Context: an optimization exercise on an open-source flow, tuned for small area, a short achievable clock period and few clock cycles per item. The choices shown serve that exercise and are no tape-out recipe. The RTL was checked by simulation tests, not by an equivalence proof against the original design. No activity file was given, so power comes from the tool's default toggle rates.

==> trial 2 <==
==> flow/design.v <==
`default_nettype none
module mem_stage (
    input  wire        clk,
    input  wire        rst_n,
    input  wire        req_valid,
    input  wire [2:0]  req_funct3,
    input  wire        req_is_store,
    input  wire [4:0]  req_rd,
    input  wire [31:0] req_base,
    input  wire [11:0] req_imm,
    input  wire [31:0] req_store_data,
    output wire        rsp_valid,
    output wire [4:0]  rsp_rd,
    output wire [31:0] rsp_load_data,
    output wire        rsp_fault,
    output wire        rsp_was_store
);
    wire [9:0] addr = req_base[9:0] + req_imm[9:0];  
    logic bad_code, misaligned, fault;
    always_comb begin
        bad_code   = 1'b0;
        misaligned = 1'b0;
        case (req_funct3)
            3'd0: ;
            3'd4: bad_code = req_is_store;
            3'd1: misaligned = addr[0];
            3'd5: begin bad_code = req_is_store; misaligned = addr[0]; end
            3'd2: misaligned = |addr[1:0];
            default: bad_code = 1'b1;
        endcase
    end
    assign fault = bad_code | misaligned;
    logic [3:0]  wstrobe;
    logic [31:0] wdata;
    always_comb begin
        case (req_funct3[1:0])
            2'd0: begin
                wdata   = {4{req_store_data[7:0]}};
                wstrobe = 4'b0001 << addr[1:0];
            end
            2'd1: begin
                wdata   = {2{req_store_data[15:0]}};
                wstrobe = addr[1] ? 4'b1100 : 4'b0011;
            end
            default: begin
                wdata   = req_store_data;
                wstrobe = 4'b1111;
            end
        endcase
    end
    logic        v1;
    logic [3:0]  we1;
    logic [31:0] wd1;
    logic [7:0]  wa1;
    logic [1:0]  off1;
    logic [2:0]  f3_1;
    logic        ld_ok1, fault1, st1;
    logic [4:0]  rd1;
    always_ff @(posedge clk) begin
        if (!rst_n) begin
            v1  <= 1'b0;
            we1 <= 4'b0;
        end else begin
            v1  <= req_valid;
            we1 <= (req_valid & req_is_store & ~fault) ? wstrobe : 4'b0;
        end
    end
    always_ff @(posedge clk) begin
        wd1    <= wdata;
        wa1    <= addr[9:2];
        off1   <= addr[1:0];
        f3_1   <= req_funct3;
        ld_ok1 <= ~req_is_store & ~fault;
        fault1 <= fault;
        st1    <= req_is_store;
        rd1    <= req_rd;
    end
    logic [15:0] sel_lo, sel_hi;
    logic [255:0] wl;  
    always_comb begin
        sel_lo = 16'b0; sel_lo[wa1[3:0]] = 1'b1;
        sel_hi = 16'b0; sel_hi[wa1[7:4]] = 1'b1;
    end
    logic [31:0] mem [256];
    logic [31:0] rword;
    genvar gw;
    generate
        for (gw = 0; gw < 256; gw++) begin : g_word
            assign wl[gw] = sel_lo[gw % 16] & sel_hi[gw / 16];
            always_ff @(posedge clk) begin
                if (wl[gw] & we1[0]) mem[gw][7:0]   <= wd1[7:0];
                if (wl[gw] & we1[1]) mem[gw][15:8]  <= wd1[15:8];
                if (wl[gw] & we1[2]) mem[gw][23:16] <= wd1[23:16];
                if (wl[gw] & we1[3]) mem[gw][31:24] <= wd1[31:24];
            end
        end
    endgenerate
    always_comb begin
        rword = 32'b0;
        for (int w = 0; w < 256; w++) rword = rword | ({32{wl[w]}} & mem[w]);
    end
    logic        v2;
    logic [31:0] rw2;
    logic [1:0]  off2;
    logic [2:0]  f3_2;
    logic        ld_ok2, fault2, st2;
    logic [4:0]  rd2;
    always_ff @(posedge clk) begin
        if (!rst_n) v2 <= 1'b0;
        else        v2 <= v1;
    end
    always_ff @(posedge clk) begin
        rw2    <= rword;
        off2   <= off1;
        f3_2   <= f3_1;
        ld_ok2 <= ld_ok1;
        fault2 <= fault1;
        st2    <= st1;
        rd2    <= rd1;
    end
    wire [7:0]  rbyte = rw2[{off2, 3'b000} +: 8];
    wire [15:0] rhalf = rw2[{off2[1], 4'b0000} +: 16];
    logic [31:0] ldata;
    always_comb begin
        case (f3_2)
            3'd0:    ldata = {{24{rbyte[7]}}, rbyte};
            3'd4:    ldata = {24'h0, rbyte};
            3'd1:    ldata = {{16{rhalf[15]}}, rhalf};
            3'd5:    ldata = {16'h0, rhalf};
            default: ldata = rw2;
        endcase
        if (!ld_ok2) ldata = 32'b0;
    end
    logic        v3;
    logic [31:0] ld3;
    logic        fault3, st3;
    logic [4:0]  rd3;
    always_ff @(posedge clk) begin
        if (!rst_n) v3 <= 1'b0;
        else        v3 <= v2;
    end
    always_ff @(posedge clk) begin
        ld3    <= ldata;
        fault3 <= fault2;
        st3    <= st2;
        rd3    <= rd2;
    end
    assign rsp_valid     = v3;
    assign rsp_rd        = rd3;
    assign rsp_load_data = ld3;
    assign rsp_fault     = fault3;
    assign rsp_was_store = st3;
endmodule
`default_nettype wire
==> flow/run.sh <==
#!/bin/bash
# synth_recipe.tcl (not shown) runs the flow's synth.tcl, then flattens the netlist and writes it again
# the make line also repeats each setting of config.mk as NAME=value (left out here)
make -C /OpenROAD-flow-scripts/flow DESIGN_CONFIG=/design/flow/config.mk WORK_HOME=/design/flow/orfs CLKGATE_MAP_FILE= SYNTH_SCRIPT=/design/flow/synth_recipe.tcl finish
==> flow/config.mk <==
export PLATFORM = sky130hd
export DESIGN_NAME = mem_stage
export DESIGN_NICKNAME = mem_stage
export VERILOG_FILES = /design/flow/design.v
export SDC_FILE = /design/flow/constraint.sdc
export NUM_CORES = 4
export LEC_CHECK = 0
export CAP_MARGIN = 30
export CORE_MARGIN = 2
export CORE_UTILIZATION = 30
export PLACE_DENSITY = 0.38
export SLEW_MARGIN = 50
export SYNTH_MEMORY_MAX_BITS = 16384
==> flow/constraint.sdc <==
create_clock -name core_clock -period 7.0 [get_ports {clk}]
set_input_delay 1.4000 -clock core_clock [delete_from_list [all_inputs] [get_ports {clk}]]
set_output_delay 1.4000 -clock core_clock [all_outputs]
set_load 0.01 [all_outputs]
==> build 35: changes against trial 2 <==
--- a/flow/design.v
+++ b/flow/design.v
@@ -53,3 +53,3 @@
     logic [31:0] wd1;
-    logic [7:0]  wa1;
+    logic [15:0] sel_lo, sel_hi;  
     logic [1:0]  off1;
@@ -69,3 +69,4 @@
         wd1    <= wdata;
-        wa1    <= addr[9:2];
+        sel_lo <= 16'b1 << addr[5:2];
+        sel_hi <= 16'b1 << addr[9:6];
         off1   <= addr[1:0];
@@ -77,10 +78,4 @@
     end
-    logic [15:0] sel_lo, sel_hi;
     logic [255:0] wl;  
-    always_comb begin
-        sel_lo = 16'b0; sel_lo[wa1[3:0]] = 1'b1;
-        sel_hi = 16'b0; sel_hi[wa1[7:4]] = 1'b1;
-    end
     logic [31:0] mem [256];
-    logic [31:0] rword;
     genvar gw;
@@ -97,8 +92,11 @@
     endgenerate
+    logic [3:0][31:0] part;
     always_comb begin
-        rword = 32'b0;
-        for (int w = 0; w < 256; w++) rword = rword | ({32{wl[w]}} & mem[w]);
+        for (int q = 0; q < 4; q++) begin
+            part[q] = 32'b0;
+            for (int w = 64 * q; w < 64 * q + 64; w++) part[q] = part[q] | ({32{wl[w]}} & mem[w]);
+        end
     end
     logic        v2;
-    logic [31:0] rw2;
+    logic [3:0][31:0] part2;
     logic [1:0]  off2;
@@ -112,3 +110,3 @@
     always_ff @(posedge clk) begin
-        rw2    <= rword;
+        part2  <= part;
         off2   <= off1;
@@ -120,2 +118,3 @@
     end
+    wire [31:0] rw2 = part2[0] | part2[1] | part2[2] | part2[3];
     wire [7:0]  rbyte = rw2[{off2, 3'b000} +: 8];
- ABC_CLOCK_PERIOD_IN_PS: not set -> 2500
- CORE_UTILIZATION: 30 -> 62
- CTS_CLUSTER_DIAMETER: not set -> 80
- CTS_CLUSTER_SIZE: not set -> 25
- PLACE_DENSITY: 0.38 -> 0.72
- SETUP_SLACK_MARGIN: not set -> 4.1
==> comparison table <==
Status: build 35 timing/DRC/antenna clean; trial 2 timing/DRC/antenna clean
CTS H-Tree Depth: build 35 5; trial 2 6
PD cells: build 35 283 nW/um^2; trial 2 313 nW/um^2
Met3 global-route usage: build 35 13.8%; trial 2 10.8%
Gates resized, CTS repair: build 35 399; trial 2 0
Std cell rows: build 35 260; trial 2 374
Vert. Die Dim: build 35 712 um; trial 2 1.02 mm
Weighted congestion reported at the end of routability-driven placement: build 35 0.953; trial 2 0.972
Clock Skew: build 35 0.0489 ns; trial 2 0.0751 ns
Area of the die: build 35 507,000 sq um; trial 2 1,050,000 sq um
Fillers: build 35 32,273; trial 2 96,908
Overall via count from detail_route: build 35 191,058; trial 2 216,724
Final worst-path cycle share: build 35 48.4%; trial 2 85.3%
Post-detailed-route wirelength per cell: build 35 43.4 um; trial 2 53.7 um
N_taps: build 35 6,681; trial 2 13,724
Total half-perimeter wirelength after legalization and detailed placement: build 35 618 mm; trial 2 1320 mm
Post-placement cell area: build 35 320,000 sq um; trial 2 346,000 sq um
Number of cells produced by synthesis: build 35 17,476; trial 2 18,040
Setup crit start: build 35 sel_lo[3]; trial 2 wa1[0]
Combinational share of power: build 35 11.1%; trial 2 11.3%
Final wirelength: build 35 1040 mm; trial 2 1840 mm
Testbench counts of trial 2, summed over its fixed seeds: cycles 12,008, items 12,000.
Testbench counts of build 35, summed over its fixed seeds: cycles 12,008, items 12,000.

static timing again, ports no longer ideal:
The results above use ideal ports. As a check the final layouts listed here were re-extracted and re-timed, cells and wires unchanged. Step 1 (the two cells are an assumption about what drives the block):
set clk [get_ports {clk}]
set_driving_cell -lib_cell sky130_fd_sc_hd__clkbuf_16 $clk
set_driving_cell -lib_cell sky130_fd_sc_hd__buf_2 [delete_from_list [all_inputs] $clk]
Step 2 adds t to the input delays and takes it off the output delays; t is the mean of the earliest and latest rising clock arrival at the registers after step 1. Input paths then give back, and output paths get back, about the clock's delay inside the block. Three values: no drivers, after step 1, after step 2; two values: the first two.
run	t (ns)	setup WS [ns]	worst data-port slew with drivers (ns)
trial 2	1.405	1.030 / 1.030 / 1.030	0.05
build 35	1.184	3.613 / 3.613 / 3.227	0.04
After both steps setup and hold are still met in every run listed. The setup slack of build 35, which loses most, moves by 0.000 ns with the drivers and by -0.386 ns with both steps.
